Source: an optimization exercise on an open RTL-to-GDS flow (aim: small area, a short achievable clock period and few clock cycles per item). Production flows keep margins and buffers that such runs may drop.
RTL that was checked went through simulation tests only; none was proved equivalent to the original.
The RTL of runs 1 to 4, 6 and 7 was laid out without a check of its function.

==> flow/design.v <==
package mexp_pkg;
    localparam int OPERAND_WIDTH_DEF = 32;
endpackage
module mexp_est (
    input  logic [7:0] a,
    input  logic [7:0] b,
    input  logic [7:0] p,
    input  logic [7:0] x,
    output logic       ge
);
    logic [7:0] u1, v1, u, v;
    logic [6:0] g0, t0, g1, t1, g2, t2, g3;
    assign u1 = a ^ b ^ p;
    assign v1 = {(a[6:0] & b[6:0]) | (a[6:0] & p[6:0]) | (b[6:0] & p[6:0]), 1'b0};
    assign u  = u1 ^ v1 ^ x;
    assign v  = {(u1[6:0] & v1[6:0]) | (u1[6:0] & x[6:0]) | (v1[6:0] & x[6:0]), 1'b0};
    always_comb
    begin
        g0 = u[6:0] & v[6:0];
        t0 = u[6:0] | v[6:0];
        for (int i = 0; i < 7; i++)
        begin
            g1[i] = (i >= 1) ? (g0[i] | (t0[i] & g0[i-1])) : g0[i];
            t1[i] = (i >= 1) ? (t0[i] & t0[i-1]) : t0[i];
        end
        for (int i = 0; i < 7; i++)
        begin
            g2[i] = (i >= 2) ? (g1[i] | (t1[i] & g1[i-2])) : g1[i];
            t2[i] = (i >= 2) ? (t1[i] & t1[i-2]) : t1[i];
        end
        for (int i = 0; i < 7; i++)
            g3[i] = (i >= 4) ? (g2[i] | (t2[i] & g2[i-4])) : g2[i];
    end
    assign ge = !(u[7] ^ v[7] ^ g3[6]);
endmodule
module modular_exponentiation_core #(
    parameter int OPERAND_WIDTH = mexp_pkg::OPERAND_WIDTH_DEF
) (
    input  logic                            clk,
    input  logic                            rst_n,
    input  logic                            start,
    output logic                            busy,
    input  logic signed [OPERAND_WIDTH-1:0] base_value,
    input  logic        [OPERAND_WIDTH-1:0] exponent,
    input  logic        [OPERAND_WIDTH-1:0] modulus,
    output logic        [OPERAND_WIDTH-1:0] power_result,
    output logic                            modulus_zero,
    output logic                            done
);
    localparam int W  = 32;
    localparam int AW = 33;    
    localparam int I_IDLE  = 0;
    localparam int I_NZ    = 1;    
    localparam int I_NORM  = 2;    
    localparam int I_EXPZ  = 3;    
    localparam int I_BUB   = 4;    
    localparam int I_MUL   = 5;    
    localparam int I_CONV  = 6;    
    localparam int I_FIXB  = 7;    
    localparam int I_FIX   = 8;    
    localparam int I_FCONV = 9;    
    localparam int I_SHR   = 10;   
    localparam int I_DONE  = 11;
    localparam int NS      = 12;
    logic [NS-1:0]   st;
    logic [NS-1:0]   st_next;
    logic [W-1:0]    n_reg;      
    logic [W-1:0]    e_reg;      
    logic [W-1:0]    b_reg;      
    logic [AW-1:0]   r_reg;      
    logic [AW-1:0]   s_reg;      
    logic [AW-1:0]   c_reg;      
    logic [4:0]      sh_reg;     
    logic [4:0]      j_reg;      
    logic [5:0]      kc_reg;     
    logic [4:0]      ec_reg;     
    logic            sq_reg;     
    logic            dpos_reg;   
    logic            dneg_reg;   
    logic            dn1_reg;    
    logic            dn2_reg;    
    logic [3:0]      qq_reg;     
    logic [3:0]      qo;         
    logic [7:0]      p_reg [4];  
    logic [7:0]      a3_reg;     
    logic [4:0]      mo_reg;     
    logic            mz_reg;
    logic            busy_reg;
    logic            done_reg;
    logic            x_inv;
    logic [AW-1:0]   s2, c2, da, xq, n1, n2;
    logic [AW-1:0]   r1s, r1c, r2s, r2c;
    assign n1    = {1'b0, n_reg};
    assign n2    = {n_reg, 1'b0};
    assign qo    = {qq_reg[3], qq_reg[2] & ~qq_reg[3],
                    qq_reg[0] & ~qq_reg[1], ~qq_reg[0]};
    assign x_inv = qq_reg[2];
    assign s2 = {s_reg[AW-2:0], 1'b0};
    assign c2 = {c_reg[AW-2:0], 1'b0};
    assign da = ({AW{dpos_reg}} & r_reg) | ({AW{dneg_reg}} & ~r_reg);
    assign xq = ({AW{qo[0]}} & n2) | ({AW{qo[1]}} & n1) |
                ({AW{qo[2]}} & ~n1) | ({AW{qo[3]}} & ~n2);
    assign r1s = s2 ^ c2 ^ da;
    assign r1c = {(s2[AW-2:0] & c2[AW-2:0]) | (s2[AW-2:0] & da[AW-2:0]) |
                  (c2[AW-2:0] & da[AW-2:0]), dneg_reg};
    assign r2s = r1s ^ r1c ^ xq;
    assign r2c = {(r1s[AW-2:0] & r1c[AW-2:0]) | (r1s[AW-2:0] & xq[AW-2:0]) |
                  (r1c[AW-2:0] & xq[AW-2:0]), x_inv};
    logic [7:0]      s9, c9, qn9, n4_9, n2_9;
    logic [3:0]      qq_next;
    assign s9   = s_reg[32:25];
    assign c9   = c_reg[32:25];
    assign n4_9 = {1'b0, n_reg[31:25]};
    assign n2_9 = {2'b00, n_reg[31:26]};
    assign qn9  = ({8{~qq_reg[0]}} & n4_9) |
                  ({8{qq_reg[0] & ~qq_reg[1]}} & n2_9) |
                  ({8{qq_reg[2] & ~qq_reg[3]}} & ~n2_9) |
                  ({8{qq_reg[3]}} & ~n4_9);
    for (genvar k = 0; k < 4; k++)
    begin : g_est
        mexp_est u_est (
            .a  (s9),
            .b  (c9),
            .p  (p_reg[k]),
            .x  (qn9),
            .ge (qq_next[k])
        );
    end
    logic [7:0]      a1_9, a2_9, t9;
    logic [11:0]     a3_12;
    logic            y_top, y_t1, y_t2;
    logic            ybit;
    logic            sq_next;
    logic [2:0]      ytop_next;
    assign y_top = sq_reg ? r_reg[32] : b_reg[31];
    assign y_t1  = sq_reg ? r_reg[31] : b_reg[30];
    assign y_t2  = sq_reg ? r_reg[30] : b_reg[29];
    assign ybit  = yw[j_reg];
    assign sq_next   = !(sq_reg && e_reg[31]);
    assign ytop_next = sq_next ? sum[32:30] : b_reg[31:29];
    function automatic logic [4:0] m_onehot(input logic [2:0] m);
        case (m)
            3'b001:  m_onehot = 5'b00001;
            3'b010:  m_onehot = 5'b00010;
            3'b011:  m_onehot = 5'b00100;
            3'b111:  m_onehot = 5'b01000;
            3'b110:  m_onehot = 5'b10000;
            default: m_onehot = 5'b00000;
        endcase
    endfunction
    assign a1_9  = {r_reg[32], r_reg[32], r_reg[32:27]};
    assign a2_9  = {r_reg[32], r_reg[32:26]};
    assign a3_12 = {r_reg[32], r_reg[32], r_reg[32:23]} + {r_reg[32], r_reg[32:22]};
    assign t9 = ({8{mo_reg[0]}} & a1_9) | ({8{mo_reg[1]}} & a2_9) |
                ({8{mo_reg[2]}} & a3_reg) | ({8{mo_reg[3]}} & ~a1_9) |
                ({8{mo_reg[4]}} & ~a2_9);
    logic [7:0] p_next [4];
    for (genvar k = 0; k < 4; k++)
    begin : g_padd
        assign p_next[k] = t9 + kth_all[8*k +: 8];
    end
    function automatic logic [31:0] kth_of(input int n);
        int c;
        logic [31:0] r;
        for (int k = 0; k < 4; k++)
        begin
            c = 2 * k - 3;
            r[8*k +: 8] = 8'(-((c * n - 5) >>> 2));
        end
        kth_of = r;
    endfunction
    logic [31:0] kth_tab [32];
    logic [31:0] kth_all;
    for (genvar v = 0; v < 32; v++)
    begin : g_kth
        assign kth_tab[v] = kth_of(32 + v);
    end
    assign kth_all = kth_tab[n_reg[30:26]];
    logic [AW-1:0]   sum;
    logic [AW-1:0]   one_s;
    logic [31:0]     yw;
    assign sum = s_reg + c_reg;
    assign yw  = sq_reg ? r_reg[31:0] : b_reg;
    always_comb
    begin
        one_s = '0;
        if (sh_reg != 5'd31 && !mz_reg)
            one_s[sh_reg] = 1'b1;
    end
    always_comb
    begin
        st_next = '0;
        if (st[I_IDLE] || st[I_DONE])
        begin
            if (start) st_next[I_NZ]   = 1'b1;
            else       st_next[I_IDLE] = 1'b1;
        end
        if (st[I_NZ])
            st_next[I_NORM] = 1'b1;
        if (st[I_NORM])
        begin
            if (mz_reg)          st_next[I_DONE] = 1'b1;
            else if (n_reg[31])  st_next[I_EXPZ] = 1'b1;
            else                 st_next[I_NORM] = 1'b1;
        end
        if (st[I_EXPZ])
        begin
            if (e_reg[31])             st_next[I_BUB]  = 1'b1;
            else if (ec_reg == 5'd0)   st_next[I_FIXB] = 1'b1;
            else                       st_next[I_EXPZ] = 1'b1;
        end
        if (st[I_BUB])
            st_next[I_MUL] = 1'b1;
        if (st[I_MUL])
        begin
            if (kc_reg == 6'd0) st_next[I_CONV] = 1'b1;
            else                st_next[I_MUL]  = 1'b1;
        end
        if (st[I_CONV])
        begin
            if ((!sq_reg || !e_reg[31]) && ec_reg == 5'd0) st_next[I_FIXB] = 1'b1;
            else                                            st_next[I_BUB]  = 1'b1;
        end
        if (st[I_FIXB])
            st_next[I_FIX] = 1'b1;
        if (st[I_FIX])
            st_next[I_FCONV] = 1'b1;
        if (st[I_FCONV])
        begin
            if (sh_reg == 5'd0) st_next[I_DONE] = 1'b1;
            else                st_next[I_SHR]  = 1'b1;
        end
        if (st[I_SHR])
        begin
            if (sh_reg == 5'd1) st_next[I_DONE] = 1'b1;
            else                st_next[I_SHR]  = 1'b1;
        end
    end
    always_ff @(posedge clk or negedge rst_n)
    begin
        if (!rst_n)
        begin
            st       <= NS'(1) << I_IDLE;
            busy_reg <= 1'b0;
            done_reg <= 1'b0;
        end
        else
        begin
            st       <= st_next;
            busy_reg <= !(st_next[I_IDLE] || st_next[I_DONE]);
            done_reg <= st_next[I_DONE];
        end
    end
    always_ff @(posedge clk)
    begin
        s_reg  <= (st[I_BUB] || st[I_FIXB]) ? '0 : r2s;
        c_reg  <= (st[I_BUB] || st[I_FIXB]) ? '0 : r2c;
        qq_reg <= qq_next;
        for (int k = 0; k < 4; k++)
            p_reg[k] <= p_next[k];
        if (st[I_IDLE] || st[I_DONE])
        begin
            n_reg  <= modulus;
            e_reg  <= exponent;
            b_reg  <= base_value;
            sh_reg <= 5'd0;
        end
        if (st[I_NZ])
            mz_reg <= (n_reg == '0);
        if (st[I_NORM])
        begin
            ec_reg <= 5'd31;
            if (n_reg[31] || mz_reg)
                r_reg <= one_s;
            else
            begin
                n_reg  <= {n_reg[30:0], 1'b0};
                sh_reg <= sh_reg + 5'd1;
            end
        end
        if (st[I_EXPZ])
        begin
            mo_reg <= m_onehot({b_reg[31], b_reg[31], b_reg[30]});
            if (e_reg[31])
                sq_reg <= 1'b0;
            else
            begin
                e_reg  <= {e_reg[30:0], 1'b0};
                ec_reg <= ec_reg - 5'd1;
            end
        end
        if (st[I_BUB])
        begin
            a3_reg   <= a3_12[11:4];
            mo_reg   <= m_onehot({1'b0, y_t1, y_t2});
            dpos_reg <= 1'b0;
            dneg_reg <= y_top;
            dn1_reg  <= y_t1;
            dn2_reg  <= y_t2;
            qq_reg   <= 4'b0011;
            j_reg    <= sq_reg ? 5'd29 : 5'd28;
            kc_reg   <= sq_reg ? (6'd32 - {1'b0, sh_reg}) : 6'd31;
        end
        if (st[I_MUL])
        begin
            dpos_reg <= dn1_reg;
            dneg_reg <= 1'b0;
            dn1_reg  <= dn2_reg;
            dn2_reg  <= ybit;
            mo_reg   <= m_onehot({1'b0, dn2_reg, ybit});
            j_reg    <= j_reg - 5'd1;
            kc_reg   <= kc_reg - 6'd1;
        end
        if (st[I_CONV])
        begin
            r_reg  <= sum;
            mo_reg <= m_onehot({ytop_next[2], ytop_next[2], ytop_next[1]});
            if (sq_reg && e_reg[31])
                sq_reg <= 1'b0;
            else
            begin
                sq_reg <= 1'b1;
                e_reg  <= {e_reg[30:0], 1'b0};
                ec_reg <= ec_reg - 5'd1;
            end
        end
        if (st[I_FIXB])
        begin
            dpos_reg <= 1'b1;
            dneg_reg <= 1'b0;
            qq_reg   <= {2'b00, !r_reg[32], 1'b1};
        end
        if (st[I_FCONV])
            r_reg <= sum;
        if (st[I_SHR])
        begin
            r_reg  <= {1'b0, r_reg[AW-1:1]};
            sh_reg <= sh_reg - 5'd1;
        end
    end
    assign busy         = busy_reg;
    assign done         = done_reg;
    assign power_result = r_reg[W-1:0];
    assign modulus_zero = mz_reg;
endmodule
==> flow/flow/run.sh <==
#!/bin/bash
# Standard ORFS layout, with the resizer aiming for more setup slack than
# the design's clock period needs (the constraints are unchanged).
set -euo pipefail
bash standard.sh SETUP_SLACK_MARGIN=6.0 finish > orfs_make.log 2>&1
==> flow/standard.sh <==
#!/bin/bash
# synth_recipe.tcl (not shown) runs the flow's synth.tcl, then flattens the netlist and writes it again
# the make line also repeats each setting of config.mk as NAME=value (left out here)
make -C /OpenROAD-flow-scripts/flow DESIGN_CONFIG=/design/flow/config.mk WORK_HOME=/design/flow/orfs CLKGATE_MAP_FILE= SYNTH_SCRIPT=/design/flow/synth_recipe.tcl "${@:-finish}"
==> flow/config.mk <==
export PLATFORM = sky130hd
export DESIGN_NAME = modular_exponentiation_core
export DESIGN_NICKNAME = modular_exponentiation_core
export VERILOG_FILES = /design/flow/design.v
export SDC_FILE = /design/flow/constraint.sdc
export NUM_CORES = 4
export LEC_CHECK = 0
export CAP_MARGIN = 20
export CORE_MARGIN = 2
export CORE_UTILIZATION = 40
export SETUP_SLACK_MARGIN = 5
export SLEW_MARGIN = 20
export SYNTH_HIERARCHICAL = 1
export SYNTH_MINIMUM_KEEP_SIZE = 0
==> flow/constraint.sdc <==
create_clock -name core_clock -period 9.0 [get_ports {clk}]
set_input_delay 1.8000 -clock core_clock [delete_from_list [all_inputs] [get_ports {clk}]]
set_output_delay 1.8000 -clock core_clock [all_outputs]
set_load 0.01 [all_outputs]
==> results.toml, run 1 <==
[run_status]
status = "no timing/DRC/antenna violations"

[timing]
finalSetupViolations = 0
timing.fmax_ghz = 0.3301
setup-tns-final_ns = 0
fin_crit_ns = 3.030
drv_slew = 0
hold_viol = 0
grt_setup_unrepaired = "true"
fin_ws_ns = 5.970
worstMarginPinSlew_ns = 1.092
final.setup_skew_ns = 0.01815
relSlewSlack = 0.2654
min_period_over_period = 0.3366

[routing]
wl_met3_mm = 3.889
wl_per_cell_microns = 19.07
maxUsedRoutingLayer = "met4"
dr.pass1.iters = 9
vias_per_cell = 5.329
antenna_left = 0
wl_met1_mm = 25.04
num_vias = 14850
wl_met2_mm = 23.03
drc = 0
wirelength_mm = 53.14
dr.first_iter.drc_count = 1077

[die]
fp.dieW_microns = 221.1
die_y_microns = 221.1
rows = 79
fp.coreArea_sq_um = 46560
die-area_sq_um = 48890
ios = 134
start_util = 0.4050

[cells_and_area]
fill_cells = 4431
finalNonFillerCells = 2786
antenna_cells = 0
fin_util = 0.4794
fin_area_sq_um = 22320
drive_gt1_frac = 0.1179
area_growth_pct = 18.36
nNetsFinal = 2445

[placement]
routabilityCongestion = 0.8761
place_area_sq_um = 20630
placed_cells = 2664
io_buffers = 133
dp_slack_ns = 4.651
dp_hpwl_mm = 38.70

[global_route]
antenna_found_initial = 0
grt_max_degree = 68
grt_overflow = 0
grt_pass1_wl_mm = 82.85
grt_usage = 0.2146
grt_pass1_vias = 14540

[setup_path]
crit_required_ns = 7.20
path_buf_inv = 1
crit_fanout = 2
cp.arrival_ns = 1.23
end_kind = "output port"
path_cells = "buf_2"
worstSetupPathType = "flip-flop to output port"
crit_path_top_delay_cell = "edfxtp_1"
startpoint_type = "flip-flop"
critPathTopFamily = "flip-flops"
cpPeakStageDelay_ns = 0.49

[clock_network]
cts.path.max_buffers = 3
cts_made_buffers = 35
cts.clk_slew.worst_paths_ns = 0.06
htreeDepth = 2
cts_tree = "built"
insertion_delay_ns = 0.56
ctsHoldBuffers = 0
ctsRootBufferMaster = "clkbuf_16"
clock_sinks = 284

[synthesis]
ys_types = 73
syn_avg_cell_area_sq_um = 9.368
synth_flop_cell = "dfxtp_1"
netlist_area_sq_um = 18860
asyncSetResetFlopFracSynth = 0.04577
ys_seq_area_frac = 0.3539
ys_ff_latch = 284
synth-edff-count = 92
yosysWarnings = 14
postSynthCellCount = 2013

[worst_hold_path]
min_path_type = "flip-flop to flip-flop"

[job]
drv_cap = 0
==> kinds of logic (layout without fill, tap and decap cells) <==
kind of cell,count (synthesis),in the layout,share of synthesized area
mux,127,127,0.07856
compound gates,421,421,0.1375
simple gates,549,550,0.1377
flops,284,284,0.3539
buf+inv,335,500,0.06887
xor+xnor,105,105,0.04877
fa+ha+maj,192,192,0.1748
==> cell usage in the layout, fill, tap and decap left out, drive strengths merged, types with 68 or more instances in the layout <==
cell type,n
xnor2,78
ha,73
and2,68
dfxtp,179
nor2,88
mux2i,103
fa,119
o21ai,159
nand2,234
clkdlybuf4s50,98
inv,236
buf,105
a21oi,91
edfxtp,92
==> final timing paths <==
path / from / cells past startpoint / endpoint / slack, ns
max in group asynchronous: rst_n / 1 / st[11] / 6.73
worst min-delay path: st[8] / 0 / st[9] / 0.36
worst max-delay path: mz_reg / 1 / modulus_zero / 5.97
worst max register to register: c_reg[28] / 9 / mo_reg[0] / 6.08
min in group asynchronous: rst_n / 1 / st[10] / 1.71
worst min register to register: st[8] / 0 / st[9] / 0.36
==> through the flow <==
step / hold slack [ns]
floorplan: 0.3312
global placement: 0.3332
detailed placement: 0.3484
CTS: 0.3618
global route: 0.3759
finish: 0.3614
==> layer usage <==
metal | vias up | GRT usage
li1 | 7108 | -
met1 | 7188 | 0.3124
met2 | 470 | 0.3211
met3 | 80 | 0.04369
met4 | 0 | 0.06257
met5 | - | 0
==> per-module statistics from Yosys, one instance, submodules excluded <==
module                       copies in the design  cell area, sq um
modular_exponentiation_core                     1             16960
mexp_est                                        4             474.2
==> timing repair <==
| item | 4_1_cts | 5_1_grt |
|---|---|---|
| resized for setup | 168 | 38 |
| endpoints found under the setup margin | 101 | 37 |
| setup buffers | 50 | 7 |
| gates cloned | 1 | 0 |
| pin swaps | 8 | 5 |
==> cell usage after synthesis, types with 27 or more instances <==
master / instances / area share
nand2_1: 234 / 0.047
o211ai_1: 46 / 0.018
dfxtp_1: 179 / 0.19
clkbuf_1: 77 / 0.015
nand3_1: 27 / 0.0072
nor2_1: 88 / 0.018
xor2_1: 27 / 0.013
and2_1: 67 / 0.022
ha_1: 73 / 0.048
nor3_1: 27 / 0.0072
fa_1: 119 / 0.13
edfxtp_1: 92 / 0.15
o21ai_0: 156 / 0.041
xnor2_1: 78 / 0.036
mux2i_1: 103 / 0.055
inv_1: 233 / 0.046
a21oi_1: 87 / 0.023
==> layout make-up <==
class | instances | area, sq um | area share
Multi-Input combinational cell | 1395 | 11080 | 0.4965
Sequential cell | 284 | 6720 | 0.3011
Timing Repair Buffer | 203 | 1738 | 0.07787
Clock buffer | 49 | 1025 | 0.04591
Inverter | 235 | 884.6 | 0.03963
Tap cell | 607 | 759.5 | 0.03403
Clock inverter | 13 | 111.4 | 0.004989
==> run 2, diff against run 1 <==
==> flow/flow/run.sh (replaced) <==
#!/bin/bash
# Standard ORFS layout, with the resizer aiming for more setup slack than
# the design's clock period needs (the constraints are unchanged).
set -euo pipefail
bash standard.sh SETUP_SLACK_MARGIN=5.7 finish > orfs_make.log 2>&1
==> results.toml, run 2 <==
[run_status]
status = "no timing/DRC/antenna violations"

[synthesis]
ys_top_cells_by_count = "nand2_1 (234), inv_1 (233), dfxtp_1 (179)"
synth_flop_cell = "dfxtp_1"
synthTopCellsByArea = "dfxtp_1 (19%), edfxtp_1 (15%), fa_1 (13%)"
synth-edff-count = 92
synth_area_leader_cell = "dfxtp_1"
netlist_area_sq_um = 18860
synth_top_area_share = 0.1900
asyncSetResetFlopFracSynth = 0.04577
ys_types = 73
ys_seq_area_frac = 0.3539
ys_ff_latch = 284
syn_avg_cell_area_sq_um = 9.368
synth_most_common_cell = "nand2_1"
postSynthCellCount = 2013
yosysWarnings = 14

[routing]
antenna_left = 0
vias_per_cell = 5.274
dr.first_iter.drc_count = 1027
wirelength_mm = 52.34
dr.pass1.iters = 5
drc = 0
wl_per_cell_microns = 18.88
num_vias = 14620

[clock_network]
cts.path.max_buffers = 3
htreeDepth = 2
cts_tree = "built"
clock_sinks = 284
ctsRootBufferMaster = "clkbuf_16"
cts.clk_slew.worst_paths_ns = 0.06
insertion_delay_ns = 0.56
cts_made_buffers = 35
ctsHoldBuffers = 0

[timing]
drv_slew = 0
hold_viol = 0
timing.fmax_ghz = 0.3149
finalSetupViolations = 0
worstMarginPinSlew_ns = 1.105
grt_setup_unrepaired = "true"
final.setup_skew_ns = 0.01749
fin_crit_ns = 3.176
setup-tns-final_ns = 0
min_period_over_period = 0.3528
relSlewSlack = 0.2565

[setup_path]
crit_required_ns = 7.20
critPathTopFamily = "flip-flops"
path_depth = 1
path_cells = "dlygate4sd2_1"
r2r.worst_path.cells = 10
endpoint = "modulus_zero"
crit_start = "mz_reg"
r2r-start = "qq_reg[3]"
crit_fanout = 2
startpoint_type = "flip-flop"
cp.arrival_ns = 1.38
end_kind = "output port"
cpPeakStageDelay_ns = 0.50
worstSetupPathType = "flip-flop to output port"
crit_path_top_delay_cell = "edfxtp_1"
r2r_end = "qq_reg[0]"
r2r_slack_ns = 5.84
path_buf_inv = 1

[die]
ios = 134
start_util = 0.4050
rows = 79
fp.coreArea_sq_um = 46560
die-area_sq_um = 48890
fp.dieW_microns = 221.1
die_y_microns = 221.1

[placement]
io_buffers = 133
routabilityCongestion = 0.8761
dp_hpwl_mm = 38.70
placed_cells = 2664

[global_route]
grt_overflow = 0
use_met1 = 0.3122
grt_usage = 0.2134
antenna_found_initial = 0
grt_use_met3 = 0.04236
grt_pass1_vias = 14410
grt_pass1_wl_mm = 82.34
top_usage_layer = "met2"
grt_max_degree = 68
gr-usage-met2 = 0.3198

[cells_and_area]
finalNonFillerCells = 2773
fill_cells = 4424
final_cell_mix = "nand2_1 (233), inv_1 (233), dfxtp_1 (171)"
drive_gt1_frac = 0.08218
nNetsFinal = 2432
antenna_cells = 0
area_growth_pct = 17.59

[worst_hold_path]
min_path_type = "flip-flop to flip-flop"

[job]
drv_cap = 0
run 2: routing by layer:
layer	vias to the layer above	part of all wire	wire length [microns]
met3	76	0.072	3794
met2	456	0.43	22450
met5	-	0	0
met4	0	0.022	1143
li1	7073	-	-
met1	7019	0.48	24960
run 2: Yosys stat by module, one instance, submodules excluded:
module | cells inside | flops+latches
modular_exponentiation_core | 1805 | 284
mexp_est | 52 | 0
run 2: cell type report:
| type | count | area [sq um] | area share |
|---|---|---|---|
| Timing Repair Buffer | 190 | 1755 | 0.07917 |
| Clock buffer | 49 | 1025 | 0.04621 |
| Multi-Input combinational cell | 1395 | 10950 | 0.4938 |
| Inverter | 235 | 884.6 | 0.03989 |
| Tap cell | 607 | 759.5 | 0.03425 |
| Clock inverter | 13 | 111.4 | 0.005022 |
| Sequential cell | 284 | 6689 | 0.3017 |
run 2: kinds of logic after synthesis:
kind of cell	count (synthesis)	synth area share
flip-flops	284	0.3539
buffers and inverters	335	0.06887
AND/OR/NAND/NOR	549	0.1377
multiplexers	127	0.07856
AO/OA/AOI/OAI	421	0.1375
adder cells (fa/ha/maj)	192	0.1748
XOR/XNOR	105	0.04877
run 2: worst min-delay path by stage:
stage	start	to	slack, ns	depth (start not counted)
after detailed placement	st[8]	st[9]	0.35	0
final	st[8]	st[9]	0.36	0
after global routing	st[8]	st[9]	0.38	0
after global placement	st[8]	st[9]	0.33	0
after floorplan	st[8]	st[9]	0.33	0
after CTS	st[8]	st[9]	0.36	0
run 2: repair_timing:
| action | CTS | global route |
|---|---|---|
| gates resized for setup | 37 | 15 |
| setup buffers | 34 | 10 |
| pin swaps | 0 | 4 |
| gates cloned | 1 | 0 |
| endpoints found under the setup margin | 51 | 20 |
run 2: stage by stage:
stage               cell area, sq um  utilization  worst slack (ns)  hold slack [ns]
finish                         22170       0.4763             5.824           0.3578
global route                   22170       0.4763             5.678           0.3759
CTS                            22000       0.4726             5.626           0.3618
detailed placement             20630       0.4432             4.651           0.3484
global placement               20630       0.4432             4.815           0.3332
floorplan                      18860            -             6.160           0.3312
==> run 3, diff against run 2 <==
==> flow/flow/run.sh (replaced) <==
#!/bin/bash
# Standard ORFS layout, with the resizer aiming for more setup slack than
# the design's clock period needs (the constraints are unchanged).
set -euo pipefail
bash standard.sh SETUP_SLACK_MARGIN=6.0 finish > orfs_make.log 2>&1
--- a/flow/config.mk
+++ b/flow/config.mk
@@ -9,4 +9,6 @@
 export CORE_MARGIN = 2
 export CORE_UTILIZATION = 40
+export CTS_CLUSTER_DIAMETER = 150
+export CTS_CLUSTER_SIZE = 24
 export SETUP_SLACK_MARGIN = 5
 export SLEW_MARGIN = 20
==> results.toml, run 3 <==
[run_status]
status = "no timing/DRC/antenna violations"

[global_route]
grt_max_degree = 68
grt_overflow = 0
antenna_found_initial = 0
grt_pass1_vias = 14330
grt_usage = 0.2096
grt_pass1_wl_mm = 81.71

[cells_and_area]
fill_cells = 4515
drive_gt1_frac = 0.1011
area_growth_pct = 14.16
antenna_cells = 0
layout_commonest_cell = "inv_1"
nNetsFinal = 2423
final_cell_mix = "inv_1 (233), nand2_1 (232), dfxtp_1 (160)"
fin_util = 0.4624

[setup_path]
r2r-start = "c_reg[25]"
crit_required_ns = 7.20
path_buf_inv = 1
crit_fanout = 2
worstSetupPathType = "flip-flop to output port"
cp.arrival_ns = 1.22
critPathTopFamily = "flip-flops"
path_cells = "buf_2"
crit_path_top_delay_cell = "edfxtp_1"
startpoint_type = "flip-flop"
crit_start = "mz_reg"
cpPeakStageDelay_ns = 0.51
end_kind = "output port"

[synthesis]
ys_types = 73
muxShareOfSynthArea = 0.07856
ys_seq_area_frac = 0.3539
postSynthCellCount = 2013
ys_top_cells_by_count = "nand2_1 (234), inv_1 (233), dfxtp_1 (179)"
synth_flop_cell = "dfxtp_1"
yosys.area_share.simple = 0.1377
yosysWarnings = 14
asyncSetResetFlopFracSynth = 0.04577
synth_top_family_by_area = "adder cells"
ys_ff_latch = 284
synth_area_leader_cell = "dfxtp_1"
synthTopCellsByArea = "dfxtp_1 (19%), edfxtp_1 (15%), fa_1 (13%)"
synth_xor_area_frac = 0.04877
syn_avg_cell_area_sq_um = 9.368
synth_compound_area_frac = 0.1375
synth-edff-count = 92
netlist_area_sq_um = 18860
synth-adder-area-share = 0.1748
synth_most_common_cell = "nand2_1"
synth_top_area_share = 0.1900

[die]
fp.coreArea_sq_um = 46560
ios = 134
rows = 79
die_y_microns = 221.1
die-area_sq_um = 48890
fp.dieW_microns = 221.1
start_util = 0.4050

[timing]
min_period_over_period = 0.3353
relSlewSlack = 0.2077
setup-tns-final_ns = 0
hold_viol = 0
drv_slew = 0
whs_ns = 0.3700
fin_crit_ns = 3.017
grt_setup_unrepaired = "true"
finalSetupViolations = 0
timing.fmax_ghz = 0.3314
worstMarginPinSlew_ns = 1.186
fin_ws_ns = 5.983
final.setup_skew_ns = 0.01761

[routing]
wirelength_mm = 52.28
dr.first_iter.drc_count = 1087
vias_per_cell = 5.302
num_vias = 14550
antenna_left = 0
wl_per_cell_microns = 19.05
drc = 0
dr.pass1.iters = 5

[placement]
routabilityCongestion = 0.8761
dp_hpwl_mm = 38.70
io_buffers = 133
dp_slack_ns = 4.651

[clock_network]
cts_made_buffers = 15
ctsHoldBuffers = 0
htreeDepth = 1
cts.clk_slew.worst_paths_ns = 0.10
ctsRootBufferMaster = "clkbuf_16"
insertion_delay_ns = 0.52
cts.path.max_buffers = 3
clock_sinks = 284
cts_tree = "built"

[worst_hold_path]
hold_path_startpoint = "st[8]"
min_path_type = "flip-flop to flip-flop"

[job]
drv_cap = 0
-- run 3: per-stage QoR --
step	instances	cell area [sq um]
after floorplan	2013	18860
after global placement	2664	20630
after detailed placement	2664	20630
after CTS	2737	21390
after global routing	2744	21530
final	2744	21530
-- run 3: kinds of logic after synthesis --
| kind of cell | after synthesis |
|---|---|
| simple gates | 549 |
| compound gates | 421 |
| buf+inv | 335 |
| flops | 284 |
| fa+ha+maj | 192 |
| mux | 127 |
| xor+xnor | 105 |
-- run 3: worst paths after layout --
path,endpoint,slack [ns],depth (start not counted)
max,modulus_zero,5.98,1
min,st[9],0.37,0
max reg2reg,mo_reg[0],6.10,9
min reg2reg,st[9],0.37,0
max in group asynchronous,st[11],6.73,1
min in group asynchronous,busy_reg,1.74,1
-- run 3: final cells by class --
type | instances | area [sq um] | share of cell area
multi-input cells | 1395 | 11060 | 0.5139
flip-flops and latches | 284 | 6718 | 0.3121
repair buffers | 201 | 1674 | 0.07777
inverters | 235 | 884.6 | 0.04109
well taps | 607 | 759.5 | 0.03528
clock buffers | 21 | 397.9 | 0.01848
clock inverters | 1 | 30.03 | 0.001395
-- run 3: Yosys stat by module, one instance, submodules excluded --
module / flops+latches / copies in the design
modular_exponentiation_core: 284 / 1
mexp_est: 0 / 4
-- run 3: what timing repair did --
item | in CTS | in global routing
cloned | 1 | 0
setup buffers | 50 | 7
setup endpoints to repair | 101 | 43
pin swaps | 6 | 7
gates resized for setup | 153 | 48
-- run 3: metal layers --
layer | up-vias | track usage | share of wire
met2 | 428 | 0.3221 | 0.43
met5 | - | 0 | 0
met3 | 45 | 0.03758 | 0.068
met1 | 7049 | 0.3094 | 0.48
met4 | 0 | 0.04048 | 0.018
li1 | 7028 | - | -
==> run 4, diff against run 3 <==
==> flow/flow/run.sh (replaced) <==
#!/bin/bash
# Standard ORFS layout with two changes that leave the constraints alone:
# the port buffers are the smallest buffer cell, and the resizer aims for
# more setup slack than the clock period needs.
set -euo pipefail
bash standard.sh "BUFFER_PORTS_ARGS=-buffer_cell sky130_fd_sc_hd__buf_1" SETUP_SLACK_MARGIN=6.0 finish > orfs_make.log 2>&1
--- a/flow/config.mk
+++ b/flow/config.mk
@@ -9,6 +9,4 @@
 export CORE_MARGIN = 2
 export CORE_UTILIZATION = 40
-export CTS_CLUSTER_DIAMETER = 150
-export CTS_CLUSTER_SIZE = 24
 export SETUP_SLACK_MARGIN = 5
 export SLEW_MARGIN = 20
==> results.toml, run 4 <==
[setup_path]
crit_path_top_delay_cell = "edfxtp_1"
path_depth = 1
end_kind = "output port"
path_buf_inv = 1
r2r_end = "r_reg[31]"
crit_start = "mz_reg"
endpoint = "modulus_zero"
crit_fanout = 2
cp.arrival_ns = 1.26
path_cells = "buf_1"
cpPeakStageDelay_ns = 0.52
r2r.worst_path.cells = 11
startpoint_type = "flip-flop"
crit_required_ns = 7.20
critPathTopFamily = "flip-flops"
r2r-start = "sh_reg[0]"
r2r_slack_ns = 6.09
worstSetupPathType = "flip-flop to output port"

[timing]
drv_slew = 0
worstMarginPinSlew_ns = 1.209
grt_setup_unrepaired = "true"
hold_viol = 0
fin_crit_ns = 3.059
timing.fmax_ghz = 0.3269
setup-tns-final_ns = 0
finalSetupViolations = 0
relSlewSlack = 0.1921
min_period_over_period = 0.3399
final.setup_skew_ns = 0.03207

[cells_and_area]
fill_cells = 4446
fin_util = 0.4632
multi_input_area_sq_um = 11060
antenna_cells = 0
area_growth_pct = 14.37
final_cell_mix = "inv_1 (233), nand2_1 (232), dfxtp_1 (162)"
drive_gt1_frac = 0.09849
finalNonFillerCells = 2790
regArea_sq_um = 6710
nNetsFinal = 2447
layout_commonest_cell = "inv_1"

[run_status]
status = "no timing/DRC/antenna violations"

[clock_network]
cts.path.max_buffers = 3
cts_made_buffers = 35
ctsRootBufferMaster = "clkbuf_16"
htreeDepth = 2
clock_sinks = 284
cts.clk_slew.worst_paths_ns = 0.06
ctsHoldBuffers = 0
insertion_delay_ns = 0.56
cts_tree = "built"

[synthesis]
synth_area_leader_cell = "dfxtp_1"
synthTopCellsByArea = "dfxtp_1 (19%), edfxtp_1 (15%), fa_1 (13%)"
ys_ff_latch = 284
netlist_area_sq_um = 18860
synth_top_area_share = 0.1900
synth-edff-count = 92
synth_flop_cell = "dfxtp_1"
synth_most_common_cell = "nand2_1"
asyncSetResetFlopFracSynth = 0.04577
ys_types = 73
syn_avg_cell_area_sq_um = 9.368
yosysWarnings = 14
ys_seq_area_frac = 0.3539
ys_top_cells_by_count = "nand2_1 (234), inv_1 (233), dfxtp_1 (179)"
postSynthCellCount = 2013

[routing]
wl_per_cell_microns = 18.69
drc = 0
antenna_left = 0
dr.first_iter.drc_count = 1000
wirelength_mm = 52.15
vias_per_cell = 5.266
dr.pass1.iters = 5
num_vias = 14690

[placement]
dp_hpwl_mm = 38.68
routabilityCongestion = 0.8732
io_buffers = 133
placed_cells = 2665

[die]
start_util = 0.4050
rows = 79
die_y_microns = 221.1
fp.coreArea_sq_um = 46560
die-area_sq_um = 48890
ios = 134
fp.dieW_microns = 221.1

[global_route]
grt_pass1_wl_mm = 82.72
antenna_found_initial = 1
grt_pass1_vias = 14640
grt_usage = 0.2141
grt_overflow = 0
grt_max_degree = 68

[worst_hold_path]
min_path_type = "flip-flop to flip-flop"

[job]
drv_cap = 0
[run 4: cell count changes in the layout (fill, tap and decap cells not counted), moves of 2 or more]
| cell | change |
|---|---|
| dfxtp_4 | -2 |
| a21oi_2 | -4 |
| buf_1 | +130 |
| dfxtp_1 | +2 |
| a21oi_1 | +4 |
| clkdlybuf4s50_1 | -98 |
| clkbuf_16 | +20 |
| clkbuf_1 | +9 |
| clkinv_2 | +6 |
| buf_4 | +2 |
| buf_2 | -32 |
| inv_6 | +3 |
[run 4: final cells by class]
| type | count | share of cell area |
|---|---|---|
| Multi-Input combinational cell | 1395 | 0.5128 |
| Sequential cell | 284 | 0.3112 |
| Timing Repair Buffer | 205 | 0.04995 |
| Clock buffer | 51 | 0.04386 |
| Inverter | 235 | 0.04102 |
| Tap cell | 607 | 0.03522 |
| Clock inverter | 13 | 0.005976 |
[run 4: worst min-delay path by stage]
stage | start | end | cells after the start
finish | st[8] | st[9] | 0
global route | st[8] | st[9] | 0
CTS | st[8] | st[9] | 0
detailed placement | st[8] | st[9] | 0
global placement | st[8] | st[9] | 0
floorplan | st[8] | st[9] | 0
[run 4: kinds of logic (layout without fill, tap and decap cells)]
kind of cell | after synthesis | count (layout) | synth area share
AND/OR/NAND/NOR | 549 | 550 | 0.1377
XOR/XNOR | 105 | 105 | 0.04877
adder cells (fa/ha/maj) | 192 | 192 | 0.1748
buffers and inverters | 335 | 504 | 0.06887
multiplexers | 127 | 127 | 0.07856
AO/OA/AOI/OAI | 421 | 421 | 0.1375
flip-flops | 284 | 284 | 0.3539
[run 4: what timing repair did]
| action | CTS | global route |
|---|---|---|
| pin swaps | 7 | 8 |
| cloned | 1 | 0 |
| setup endpoints to repair | 70 | 39 |
| setup buffers | 47 | 13 |
| gates resized for setup | 25 | 38 |
[run 4: through the flow]
stage / setup slack, ns / hold slack, ns / cell area [sq um]
finish: 5.941 / 0.3646 / 21570
global route: 5.905 / 0.3652 / 21570
CTS: 5.866 / 0.3618 / 21330
detailed placement: 4.990 / 0.3347 / 19810
global placement: 4.699 / 0.3349 / 19800
floorplan: 6.160 / 0.3312 / 18860
[run 4: modules after synthesis (local to each module, per instance)]
module,times used,cells inside,flip-flops and latches
mexp_est,4,52,0
modular_exponentiation_core,1,1805,284
[run 4: per-layer routing]
| metal | vias up | track usage | part of all wire |
|---|---|---|---|
| li1 | 7109 | - | - |
| met1 | 7091 | 0.3182 | 0.49 |
| met3 | 60 | 0.04023 | 0.064 |
| met4 | 0 | 0.05304 | 0.017 |
| met5 | - | 0 | 0 |
| met2 | 431 | 0.3200 | 0.43 |
==> run 5, diff against run 4 <==
--- a/flow/design.v
+++ b/flow/design.v
@@ -266,6 +266,5 @@
             sh_reg <= 5'd0;
         end
-        if (st[I_NZ])
-            mz_reg <= (n_reg == '0);
+        mz_reg <= (n_reg == '0);
         if (st[I_NORM])
         begin
--- a/flow/config.mk
+++ b/flow/config.mk
@@ -9,4 +9,6 @@
 export CORE_MARGIN = 2
 export CORE_UTILIZATION = 40
+export CTS_CLUSTER_DIAMETER = 150
+export CTS_CLUSTER_SIZE = 24
 export SETUP_SLACK_MARGIN = 5
 export SLEW_MARGIN = 20
==> results.toml, run 5 <==
[synthesis]
netlist_area_sq_um = 18850
synth_top_family_by_area = "adder cells"
ys_ff_latch = 284
synth_area_leader_cell = "dfxtp_1"
synthTopCellsByArea = "dfxtp_1 (19%), edfxtp_1 (14%), fa_1 (13%)"
synth_compound_area_frac = 0.1376
synth_xor_area_frac = 0.04880
synth_flop_cell = "dfxtp_1"
synth_most_common_cell = "nand2_1"
ys_top_cells_by_count = "nand2_1 (234), inv_1 (233), dfxtp_1 (180)"
yosysWarnings = 14
syn_avg_cell_area_sq_um = 9.363
muxShareOfSynthArea = 0.07860
yosys.area_share.simple = 0.1378
synth-edff-count = 91
asyncSetResetFlopFracSynth = 0.04577
ys_seq_area_frac = 0.3535
synth-adder-area-share = 0.1749
ys_types = 73
postSynthCellCount = 2013
synth_top_area_share = 0.1912

[routing]
wl_met3_mm = 3.354
wl_per_cell_microns = 18.82
dr.first_iter.drc_count = 1112
wirelength_mm = 51.66
antenna_left = 0
vias_per_cell = 5.311
maxUsedRoutingLayer = "met5"
wl_met2_mm = 22.62
num_vias = 14580
drc = 0
dr.pass1.iters = 5
wl_met1_mm = 24.81

[job]
drv_cap = 0

[die]
fp.coreArea_sq_um = 46560
rows = 79
start_util = 0.4048
ios = 134
die_y_microns = 221.1
die-area_sq_um = 48870
fp.dieW_microns = 221.1

[setup_path]
cp.arrival_ns = 1.18
critPathTopFamily = "flip-flops"
crit_fanout = 2
worstSetupPathType = "flip-flop to output port"
startpoint_type = "flip-flop"
path_cells = "clkbuf_2"
crit_required_ns = 7.20
path_buf_inv = 1
cpPeakStageDelay_ns = 0.49
crit_path_top_delay_cell = "edfxtp_1"
r2r_slack_ns = 6.06
end_kind = "output port"

[timing]
finalSetupViolations = 0
drv_slew = 0
relSlewSlack = 0.2394
timing.fmax_ghz = 0.3353
setup-tns-final_ns = 0
fin_crit_ns = 2.983
grt_setup_unrepaired = "true"
hold_viol = 0
final.setup_skew_ns = 0.01560
min_period_over_period = 0.3314
worstMarginPinSlew_ns = 1.141

[cells_and_area]
antenna_cells = 0
area_growth_pct = 10.93
layout_commonest_cell = "inv_1"
fill_cells = 4491
final_cell_mix = "inv_1 (233), nand2_1 (232), dfxtp_1 (162)"
drive_gt1_frac = 0.08513
finalNonFillerCells = 2745
fin_area_sq_um = 20910
nNetsFinal = 2425

[placement]
io_buffers = 133
placed_cells = 2663
place_area_sq_um = 19780
dp_hpwl_mm = 38.44
routabilityCongestion = 0.8852

[clock_network]
clock_sinks = 284
cts_made_buffers = 15
cts_tree = "built"
cts.clk_slew.worst_paths_ns = 0.10
htreeDepth = 1
ctsRootBufferMaster = "clkbuf_16"
insertion_delay_ns = 0.52
cts.path.max_buffers = 3

[worst_hold_path]
min_path_type = "flip-flop to flip-flop"

[global_route]
grt_pass1_vias = 14300
grt_usage = 0.2072
grt_overflow = 0
grt_pass1_wl_mm = 80.66
grt_max_degree = 70
antenna_found_initial = 2

[run_status]
status = "no timing/DRC/antenna violations"
## run 5: changes by cell type after synthesis, sizes merged
cell and delta:
dfxtp +1, edfxtp -1
## run 5: through the flow
| step | setup slack (ns) | hold slack [ns] | utilization |
|---|---|---|---|
| after detailed placement | 4.693 | 0.3484 | 0.4250 |
| after global routing | 5.964 | 0.3866 | 0.4491 |
| after global placement | 4.846 | 0.3360 | 0.4250 |
| after floorplan | 6.160 | 0.3312 | - |
| final | 6.017 | 0.3777 | 0.4491 |
| after CTS | 5.852 | 0.3772 | 0.4425 |
## run 5: area by class of cell
class / count / area [sq um] / area share
flip-flops and latches: 284 / 6710 / 0.3209
clock buffers: 20 / 394.1 / 0.01885
well taps: 607 / 759.5 / 0.03633
clock inverters: 1 / 30.03 / 0.001436
multi-input cells: 1396 / 11080 / 0.5300
repair buffers: 202 / 1049 / 0.05015
inverters: 235 / 884.6 / 0.04231
## run 5: kinds of logic after synthesis
logic type	count (synthesis)
simple gates	549
compound gates	421
buf+inv	335
flops	284
fa+ha+maj	192
mux	127
xor+xnor	105
## run 5: per-layer routing
layer / global-route usage / up-vias
met5: 0 / -
met4: 0.03897 / 2
met3: 0.03585 / 52
met2: 0.3172 / 430
met1: 0.3082 / 7072
li1: - / 7024
## run 5: repair_timing
action,in CTS,in global routing
resized for setup,30,34
setup endpoints to repair,92,33
pin swaps,5,6
cloned,1,1
hold buffers,0,0
setup buffers,38,21
hold endpoints to repair,0,0
## run 5: modules after synthesis (local to each module, per instance)
module	times used	cells	cell area [sq um]	flip-flops and latches
modular_exponentiation_core	1	1805	16950	284
mexp_est	4	52	474.2	0
## run 5: worst paths after layout
check                           from               end  cells after the start
max reg2reg                s_reg[28]         mo_reg[0]                      9
max in group asynchronous      rst_n            st[10]                      1
min                            st[8]             st[9]                      0
min in group asynchronous      rst_n            st[11]                      1
max                        r_reg[28]  power_result[28]                      1
min reg2reg                    st[8]             st[9]                      0
## run 5: worst reg2reg max path, stage by stage, from the launching register on
cell	delay [ns]
dfxtp_4	0.41
ha_1	0.41
and3_1	0.19
a221o_1	0.32
a21oi_1	0.15
o21ai_1	0.15
or4_4	0.46
a21o_1	0.25
a31oi_2	0.23
a211oi_1	0.10
Testbench counts of run 5, summed over its fixed seeds: cycles 302,768, items 192.
==> run 6, diff against run 5 <==
--- a/flow/design.v
+++ b/flow/design.v
@@ -86,4 +86,6 @@
     logic [4:0]      mo_reg;     
     logic            mz_reg;
+    logic [W-1:0]    pr_reg;     
+    logic [AW-1:0]   r_d;        
     logic            busy_reg;
     logic            done_reg;
@@ -190,4 +192,14 @@
     always_comb
     begin
+        r_d = r_reg;
+        if (st[I_NORM] && (n_reg[31] || mz_reg))
+            r_d = one_s;
+        if (st[I_CONV] || st[I_FCONV])
+            r_d = sum;
+        if (st[I_SHR])
+            r_d = {1'b0, r_reg[AW-1:1]};
+    end
+    always_comb
+    begin
         st_next = '0;
         if (st[I_IDLE] || st[I_DONE])
@@ -267,10 +279,10 @@
         end
         mz_reg <= (n_reg == '0);
+        r_reg  <= r_d;
+        pr_reg <= {W{st_next[I_DONE]}} & r_d[W-1:0];
         if (st[I_NORM])
         begin
             ec_reg <= 5'd31;
-            if (n_reg[31] || mz_reg)
-                r_reg <= one_s;
-            else
+            if (!(n_reg[31] || mz_reg))
             begin
                 n_reg  <= {n_reg[30:0], 1'b0};
@@ -313,5 +325,4 @@
         if (st[I_CONV])
         begin
-            r_reg  <= sum;
             mo_reg <= m_onehot({ytop_next[2], ytop_next[2], ytop_next[1]});
             if (sq_reg && e_reg[31])
@@ -330,15 +341,10 @@
             qq_reg   <= {2'b00, !r_reg[32], 1'b1};
         end
-        if (st[I_FCONV])
-            r_reg <= sum;
         if (st[I_SHR])
-        begin
-            r_reg  <= {1'b0, r_reg[AW-1:1]};
             sh_reg <= sh_reg - 5'd1;
-        end
     end
     assign busy         = busy_reg;
     assign done         = done_reg;
-    assign power_result = r_reg[W-1:0];
+    assign power_result = pr_reg;
     assign modulus_zero = mz_reg;
 endmodule
==> flow/flow/run.sh (replaced) <==
#!/bin/bash
# Standard ORFS layout with two changes that leave the constraints alone:
# the port buffers are the smallest buffer cell, and the resizer aims for
# more setup slack than the clock period needs.
set -euo pipefail
bash standard.sh "BUFFER_PORTS_ARGS=-buffer_cell sky130_fd_sc_hd__buf_1" SETUP_SLACK_MARGIN=6.3 finish > orfs_make.log 2>&1
==> results.toml, run 6 <==
[routing]
antenna_left = 0
dr.first_iter.drc_count = 968
wl_per_cell_microns = 18.67
vias_per_cell = 5.262
drc = 0
num_vias = 15230
dr.pass1.iters = 6
wirelength_mm = 54.04

[synthesis]
synth_flop_cell = "dfxtp_1"
synth_top_area_share = 0.2486
asyncSetResetFlopFracSynth = 0.04114
synth_most_common_cell = "dfxtp_1"
ys_ff_latch = 316
synth-edff-count = 59
ys_types = 80
synthTopCellsByArea = "dfxtp_1 (25%), fa_1 (12%), edfxtp_1 (9.0%)"
synth_area_leader_cell = "dfxtp_1"
postSynthCellCount = 2108
ys_seq_area_frac = 0.3554
ys_top_cells_by_count = "dfxtp_1 (244), inv_1 (238), nand2_1 (224)"
yosysWarnings = 14
netlist_area_sq_um = 19650
syn_avg_cell_area_sq_um = 9.322

[clock_network]
ctsRootBufferMaster = "clkbuf_16"
cts_tree = "built"
cts.clk_slew.worst_paths_ns = 0.11
insertion_delay_ns = 0.53
cts_made_buffers = 17
htreeDepth = 1
clock_sinks = 316
cts.path.max_buffers = 3

[timing]
finalSetupViolations = 0
grt_setup_unrepaired = "true"
setup-tns-final_ns = 0
final.setup_skew_ns = 0.04649
worstMarginPinSlew_ns = 1.270
relSlewSlack = 0.1501
timing.fmax_ghz = 0.3516
fin_crit_ns = 2.844
hold_viol = 0
drv_slew = 0
min_period_over_period = 0.3160

[global_route]
grt_use_met3 = 0.03591
grt_usage = 0.2111
use_met1 = 0.3034
gr-usage-met2 = 0.3301
grt_pass1_wl_mm = 83.46
antenna_found_initial = 1
top_usage_layer = "met2"
grt_max_degree = 67
grt_overflow = 0
grt_pass1_vias = 14930

[job]
drv_cap = 0

[placement]
io_buffers = 133
dp_hpwl_mm = 40.69
place_area_sq_um = 20660
routabilityCongestion = 0.8926

[setup_path]
path_buf_inv = 1
worstSetupPathType = "flip-flop to output port"
crit_fanout = 2
r2r_slack_ns = 6.32
path_cells = "clkbuf_2"
crit_required_ns = 7.20
critPathTopFamily = "flip-flops"
cpPeakStageDelay_ns = 0.39
crit_path_top_delay_cell = "dfrtp_1"
cp.arrival_ns = 1.04
end_kind = "output port"
startpoint_type = "flip-flop"

[cells_and_area]
nNetsFinal = 2516
layout_commonest_cell = "inv_1"
fin_util = 0.4617
fill_cells = 4685
fin_area_sq_um = 22510
area_growth_pct = 14.55
drive_gt1_frac = 0.1350
final_cell_mix = "inv_1 (231), nand2_1 (221), dfxtp_1 (191)"

[die]
start_util = 0.4031
die_y_microns = 225.6
fp.coreArea_sq_um = 48750
rows = 81
fp.dieW_microns = 225.6
die-area_sq_um = 50910
ios = 134

[run_status]
status = "no timing/DRC/antenna violations"

[worst_hold_path]
min_path_type = "flip-flop to flip-flop"
[run 6: cell count changes in the layout (fill, tap and decap cells not counted), moves of 17 or more]
cell and delta:
and2_1 +22, dfxtp_1 +29, ha_4 +20, edfxtp_1 -32
buf_6 +24, buf_1 -33, ha_1 -17, dfxtp_2 +27
[run 6: Yosys stat by module, one instance, submodules excluded]
module,cells inside,flops+latches,area [sq um]
modular_exponentiation_core,1900,316,17750
mexp_est,52,0,474.2
[run 6: stage by stage]
step,worst slack (ns),std cells,hold WS (ns)
2_1_floorplan,6.244,2108,0.3312
3_3_place_gp,4.919,2809,0.3399
3_5_place_dp,4.743,2809,0.3380
4_1_cts,6.128,2868,0.3680
5_1_grt,6.116,2893,0.3866
6_report,6.156,2894,0.3675
[run 6: per-layer routing]
layer | vias to the layer above | share of wire
li1 | 7339 | -
met1 | 7339 | 0.47
met2 | 474 | 0.44
met3 | 76 | 0.062
met4 | 0 | 0.026
met5 | - | 0
[run 6: logic make-up after synthesis]
family                   after synthesis  synth area share
AO/OA/AOI/OAI                        464            0.1507
XOR/XNOR                             106           0.04763
adder cells (fa/ha/maj)              192            0.1677
buffers and inverters                347           0.06819
flip-flops                           316            0.3554
multiplexers                         129           0.07564
AND/OR/NAND/NOR                      554            0.1347
[run 6: final timing paths]
| check | startpoint | to | cells after the start |
|---|---|---|---|
| worst max register to register | s_reg[31] | qq_reg[0] | 9 |
| worst min-delay path | st[8] | st[9] | 0 |
| worst max-delay path | st[11] | done | 1 |
| worst min register to register | st[8] | st[9] | 0 |
| max in group asynchronous | rst_n | st[3] | 1 |
| min in group asynchronous | rst_n | st[5] | 1 |
[run 6: repair_timing]
| item | 4_1_cts | 5_1_grt |
|---|---|---|
| hold buffers | 0 | 0 |
| cloned | 3 | 1 |
| pin swaps | 21 | 29 |
| setup buffers | 33 | 24 |
| endpoints found under the setup margin | 194 | 140 |
| resized for setup | 144 | 111 |
[run 6: final cells by class]
cell class | count | area (sq um) | area share
inverters | 239 | 910.9 | 0.04047
clock inverters | 1 | 20.02 | 0.0008894
well taps | 664 | 830.8 | 0.03691
repair buffers | 202 | 1230 | 0.05464
repair inverters | 2 | 12.51 | 0.0005559
clock buffers | 22 | 444.2 | 0.01973
flip-flops and latches | 316 | 7094 | 0.3152
multi-input cells | 1447 | 11960 | 0.5315
diodes | 1 | 2.502 | 0.0001112
==> run 7, diff against run 6 <==
--- a/flow/design.v
+++ b/flow/design.v
@@ -3,20 +3,17 @@
 endpackage
 module mexp_est (
-    input  logic [7:0] a,
-    input  logic [7:0] b,
-    input  logic [7:0] p,
-    input  logic [7:0] x,
+    input  logic [7:0] u,
+    input  logic [7:0] v,
+    input  logic [7:0] k,
     output logic       ge
 );
-    logic [7:0] u1, v1, u, v;
+    logic [7:0] a, b;
     logic [6:0] g0, t0, g1, t1, g2, t2, g3;
-    assign u1 = a ^ b ^ p;
-    assign v1 = {(a[6:0] & b[6:0]) | (a[6:0] & p[6:0]) | (b[6:0] & p[6:0]), 1'b0};
-    assign u  = u1 ^ v1 ^ x;
-    assign v  = {(u1[6:0] & v1[6:0]) | (u1[6:0] & x[6:0]) | (v1[6:0] & x[6:0]), 1'b0};
+    assign a = u ^ v ^ k;
+    assign b = {(u[6:0] & v[6:0]) | (u[6:0] & k[6:0]) | (v[6:0] & k[6:0]), 1'b0};
     always_comb
     begin
-        g0 = u[6:0] & v[6:0];
-        t0 = u[6:0] | v[6:0];
+        g0 = a[6:0] & b[6:0];
+        t0 = a[6:0] | b[6:0];
         for (int i = 0; i < 7; i++)
         begin
@@ -32,5 +29,5 @@
             g3[i] = (i >= 4) ? (g2[i] | (t2[i] & g2[i-4])) : g2[i];
     end
-    assign ge = !(u[7] ^ v[7] ^ g3[6]);
+    assign ge = !(a[7] ^ b[7] ^ g3[6]);
 endmodule
 module modular_exponentiation_core #(
@@ -82,10 +79,8 @@
     logic [3:0]      qq_reg;     
     logic [3:0]      qo;         
-    logic [7:0]      p_reg [4];  
+    logic [7:0]      t_reg;      
     logic [7:0]      a3_reg;     
     logic [4:0]      mo_reg;     
     logic            mz_reg;
-    logic [W-1:0]    pr_reg;     
-    logic [AW-1:0]   r_d;        
     logic            busy_reg;
     logic            done_reg;
@@ -119,11 +114,15 @@
                   ({8{qq_reg[2] & ~qq_reg[3]}} & ~n2_9) |
                   ({8{qq_reg[3]}} & ~n4_9);
+    logic [7:0]      e1u, e1v, e2u, e2v;
+    assign e1u = s9 ^ c9 ^ t_reg;
+    assign e1v = {(s9[6:0] & c9[6:0]) | (s9[6:0] & t_reg[6:0]) | (c9[6:0] & t_reg[6:0]), 1'b0};
+    assign e2u = e1u ^ e1v ^ qn9;
+    assign e2v = {(e1u[6:0] & e1v[6:0]) | (e1u[6:0] & qn9[6:0]) | (e1v[6:0] & qn9[6:0]), 1'b0};
     for (genvar k = 0; k < 4; k++)
     begin : g_est
         mexp_est u_est (
-            .a  (s9),
-            .b  (c9),
-            .p  (p_reg[k]),
-            .x  (qn9),
+            .u  (e2u),
+            .v  (e2v),
+            .k  (kth_all[8*k +: 8]),
             .ge (qq_next[k])
         );
@@ -157,9 +156,4 @@
                 ({8{mo_reg[2]}} & a3_reg) | ({8{mo_reg[3]}} & ~a1_9) |
                 ({8{mo_reg[4]}} & ~a2_9);
-    logic [7:0] p_next [4];
-    for (genvar k = 0; k < 4; k++)
-    begin : g_padd
-        assign p_next[k] = t9 + kth_all[8*k +: 8];
-    end
     function automatic logic [31:0] kth_of(input int n);
         int c;
@@ -192,14 +186,4 @@
     always_comb
     begin
-        r_d = r_reg;
-        if (st[I_NORM] && (n_reg[31] || mz_reg))
-            r_d = one_s;
-        if (st[I_CONV] || st[I_FCONV])
-            r_d = sum;
-        if (st[I_SHR])
-            r_d = {1'b0, r_reg[AW-1:1]};
-    end
-    always_comb
-    begin
         st_next = '0;
         if (st[I_IDLE] || st[I_DONE])
@@ -269,6 +253,5 @@
         c_reg  <= (st[I_BUB] || st[I_FIXB]) ? '0 : r2c;
         qq_reg <= qq_next;
-        for (int k = 0; k < 4; k++)
-            p_reg[k] <= p_next[k];
+        t_reg <= t9;
         if (st[I_IDLE] || st[I_DONE])
         begin
@@ -279,10 +262,10 @@
         end
         mz_reg <= (n_reg == '0);
-        r_reg  <= r_d;
-        pr_reg <= {W{st_next[I_DONE]}} & r_d[W-1:0];
         if (st[I_NORM])
         begin
             ec_reg <= 5'd31;
-            if (!(n_reg[31] || mz_reg))
+            if (n_reg[31] || mz_reg)
+                r_reg <= one_s;
+            else
             begin
                 n_reg  <= {n_reg[30:0], 1'b0};
@@ -325,4 +308,5 @@
         if (st[I_CONV])
         begin
+            r_reg  <= sum;
             mo_reg <= m_onehot({ytop_next[2], ytop_next[2], ytop_next[1]});
             if (sq_reg && e_reg[31])
@@ -341,10 +325,15 @@
             qq_reg   <= {2'b00, !r_reg[32], 1'b1};
         end
+        if (st[I_FCONV])
+            r_reg <= sum;
         if (st[I_SHR])
+        begin
+            r_reg  <= {1'b0, r_reg[AW-1:1]};
             sh_reg <= sh_reg - 5'd1;
+        end
     end
     assign busy         = busy_reg;
     assign done         = done_reg;
-    assign power_result = pr_reg;
+    assign power_result = r_reg[W-1:0];
     assign modulus_zero = mz_reg;
 endmodule
==> flow/flow/run.sh (replaced) <==
#!/bin/bash
# Standard ORFS layout with two changes that leave the constraints alone:
# the port buffers are the smallest buffer cell, and the resizer aims for
# more setup slack than the clock period needs.
set -euo pipefail
bash standard.sh "BUFFER_PORTS_ARGS=-buffer_cell sky130_fd_sc_hd__buf_1" SETUP_SLACK_MARGIN=6.0 finish > orfs_make.log 2>&1
==> results.toml, run 7 <==
[timing]
min_period_over_period = 0.3622
timing.fmax_ghz = 0.3068
setup-tns-final_ns = 0
hold_viol = 0
whs_ns = 0.3834
finalSetupViolations = 0
drv_slew = 0
worstMarginPinSlew_ns = 1.017
fin_crit_ns = 3.260
grt_setup_unrepaired = "true"
relSlewSlack = 0.3207
final.setup_skew_ns = 0.02175

[cells_and_area]
fin_util = 0.4556
layout_commonest_cell = "inv_1"
antenna_cells = 0
area_growth_pct = 13.13
nNetsFinal = 2256
drive_gt1_frac = 0.1170
final_cell_mix = "inv_1 (232), nand2_1 (157), o21ai_0 (145)"

[global_route]
grt_overflow = 0
grt_pass1_wl_mm = 74.03
grt_usage = 0.2135
grt_pass1_vias = 13210
antenna_found_initial = 0
grt_max_degree = 75

[synthesis]
asyncSetResetFlopFracSynth = 0.05000
ys_types = 75
synthTopCellsByArea = "dfxtp_1 (18%), edfxtp_1 (16%), fa_1 (12%)"
synth_most_common_cell = "inv_1"
ys_top_cells_by_count = "inv_1 (236), nand2_1 (160), dfxtp_1 (156)"
syn_avg_cell_area_sq_um = 9.266
ys_ff_latch = 260
synth-edff-count = 91
netlist_area_sq_um = 17230
yosysWarnings = 9
synth_flop_cell = "dfxtp_1"
synth_top_area_share = 0.1812
synth_area_leader_cell = "dfxtp_1"
postSynthCellCount = 1860
ys_seq_area_frac = 0.3587

[routing]
wl_per_cell_microns = 18.84
dr.first_iter.drc_count = 1009
wirelength_mm = 48.15
dr.pass1.iters = 5
num_vias = 13630
antenna_left = 0
vias_per_cell = 5.333
drc = 0

[clock_network]
ctsRootBufferMaster = "clkbuf_16"
clock_sinks = 260
htreeDepth = 1
ctsHoldBuffers = 0
cts_made_buffers = 14
cts_tree = "built"
insertion_delay_ns = 0.52
cts.clk_slew.worst_paths_ns = 0.12
cts.path.max_buffers = 3

[job]
drv_cap = 0

[setup_path]
end_kind = "flip-flop"
r2r_slack_ns = 5.74
crit_path_top_delay_cell = "fa_2"
crit_required_ns = 9.41
crit_fanout = 4
cp.arrival_ns = 3.67
worstSetupPathType = "flip-flop to flip-flop"
path_cells = "inv_2 > fa_1 > inv_2 > fa_2 > fa_1 > or2b_4 > a31oi_2 > o221ai_2 > a22oi_2 > xnor2_1 > or3_1"
startpoint_type = "flip-flop"
cpPeakStageDelay_ns = 0.63

[die]
fp.coreArea_sq_um = 42790
ios = 134
start_util = 0.4027
die_y_microns = 211.6
fp.dieW_microns = 211.6
die-area_sq_um = 44760
rows = 76

[placement]
dp_hpwl_mm = 34.86
io_buffers = 133
routabilityCongestion = 0.8614

[worst_hold_path]
min_path_type = "flip-flop to flip-flop"

[run_status]
status = "no timing/DRC/antenna violations"
-- run 7: changes by cell type after synthesis, moves of 12 or more --
cell | previous run | this run
a21oi_1 | 96 | 128
and2_1 | 90 | 59
buf_2 | 12 | 0
dfxtp_1 | 244 | 156
edfxtp_1 | 59 | 91
fa_1 | 119 | 100
ha_1 | 73 | 54
nand2_1 | 224 | 160
nor2_1 | 90 | 116
o211ai_1 | 43 | 6
o21ai_0 | 166 | 153
o22ai_1 | 1 | 13
xnor2_1 | 72 | 49
-- run 7: area by class of cell --
class	instances	area, sq um
fill	4178	23290
multi-input combinational	1273	10070
sequential	260	6233
timing repair buffer	215	1184
inverter	239	899.6
tap	546	683.2
clock buffer	22	422.9
-- run 7: cells by family (layout without fill, tap and decap cells) --
family	after synthesis	in the layout	share of synthesized area
buffers and inverters	342	476	0.07601
AOI/OAI and AO/OA	425	425	0.1506
adders and majority gates	158	158	0.1580
xor gates and xnor gates	74	74	0.03761
DFF	260	260	0.3587
other	2	15	0.0004358
muxes	134	134	0.09155
and+or+nand+nor	465	467	0.1271
-- run 7: modules after synthesis (local to each module, per instance) --
module | cell area, sq um | flip-flops and latches
mexp_est | 304.0 | 0
modular_exponentiation_core | 16020 | 260
-- run 7: path summary, 6_finish.rpt --
kind | start | to | cells past startpoint
max in group asynchronous | rst_n | st[10] | 1
max | t_reg[2] | qq_reg[0] | 11
min in group asynchronous | rst_n | st[8] | 1
min reg2reg | st[8] | st[9] | 0
max reg2reg | t_reg[2] | qq_reg[0] | 11
min | st[8] | st[9] | 0
-- run 7: what timing repair did --
item	in CTS	in global routing
endpoints found under the setup margin	49	36
hold endpoints to repair	0	0
setup buffers	42	28
resized for setup	49	45
gates cloned	2	1
pin swaps	19	28
-- run 7: metal layers --
layer	GRT usage	vias up	wire length [microns]
met2	0.3590	383	23360
met4	0.07309	0	1554
met3	0.02655	67	2537
li1	-	6587	-
met1	0.2848	6590	20690
met5	0	-	0
-- run 7: worst max-delay path: cells and delay by family, from the launching register on --
kind	cells	cell delay, ns
compound gates	3	0.45
xor+xnor	1	0.08
fa+ha+maj	3	1.62
buf+inv	2	0.10
flops	1	0.34
simple gates	2	0.56
-- run 7: stage by stage --
stage / instance area, sq um / cells / setup slack (ns)
detailed placement: 18170 / 2460 / 4.560
global placement: 18170 / 2460 / 4.242
finish: 19500 / 2555 / 5.740
CTS: 19100 / 2526 / 5.730
floorplan: 17310 / 1873 / 5.908
global route: 19500 / 2555 / 5.630

==> afterwards: timing with drivers on the ports <==
In the flow no input, the clock included, has a driving cell. The finished layouts below were timed again as built, in two steps. Step 1 assumes that a clkbuf_16 drives the clock port and a buf_2 every other input. Step 2, shift: input delay + t, output delay - t, t = (earliest + latest rising clock arrival at the registers) / 2. This alone moves slack from input paths to output paths. a / b / c = ideal ports / drivers / drivers and shift; a / b = the first two.
run	shift t [ns]	setup WS [ns]	hold slack, ns	worst register clock-pin slew, ns	pins driven straight from the clock port
run 1	0.605	5.970 / 5.917 / 6.083	0.361 / 0.361 / 0.361	0.06 / 0.06	1
run 2	0.603	5.824 / 5.771 / 5.836	0.358 / 0.358 / 0.358	0.06 / 0.06	1
run 3	0.564	5.983 / 5.927 / 6.100	0.370 / 0.370 / 0.370	0.11 / 0.11	1
run 4	0.595	5.941 / 5.886 / 6.087	0.365 / 0.365 / 0.365	0.06 / 0.06	1
run 5	0.571	6.017 / 5.960 / 6.061	0.378 / 0.378 / 0.378	0.11 / 0.11	1
run 6	0.567	6.156 / 6.100 / 6.320	0.368 / 0.368 / 0.368	0.11 / 0.11	1
run 7	0.565	5.740 / 5.740 / 5.740	0.383 / 0.383 / 0.383	0.12 / 0.12	1
After both steps setup and hold are still met in every run listed.
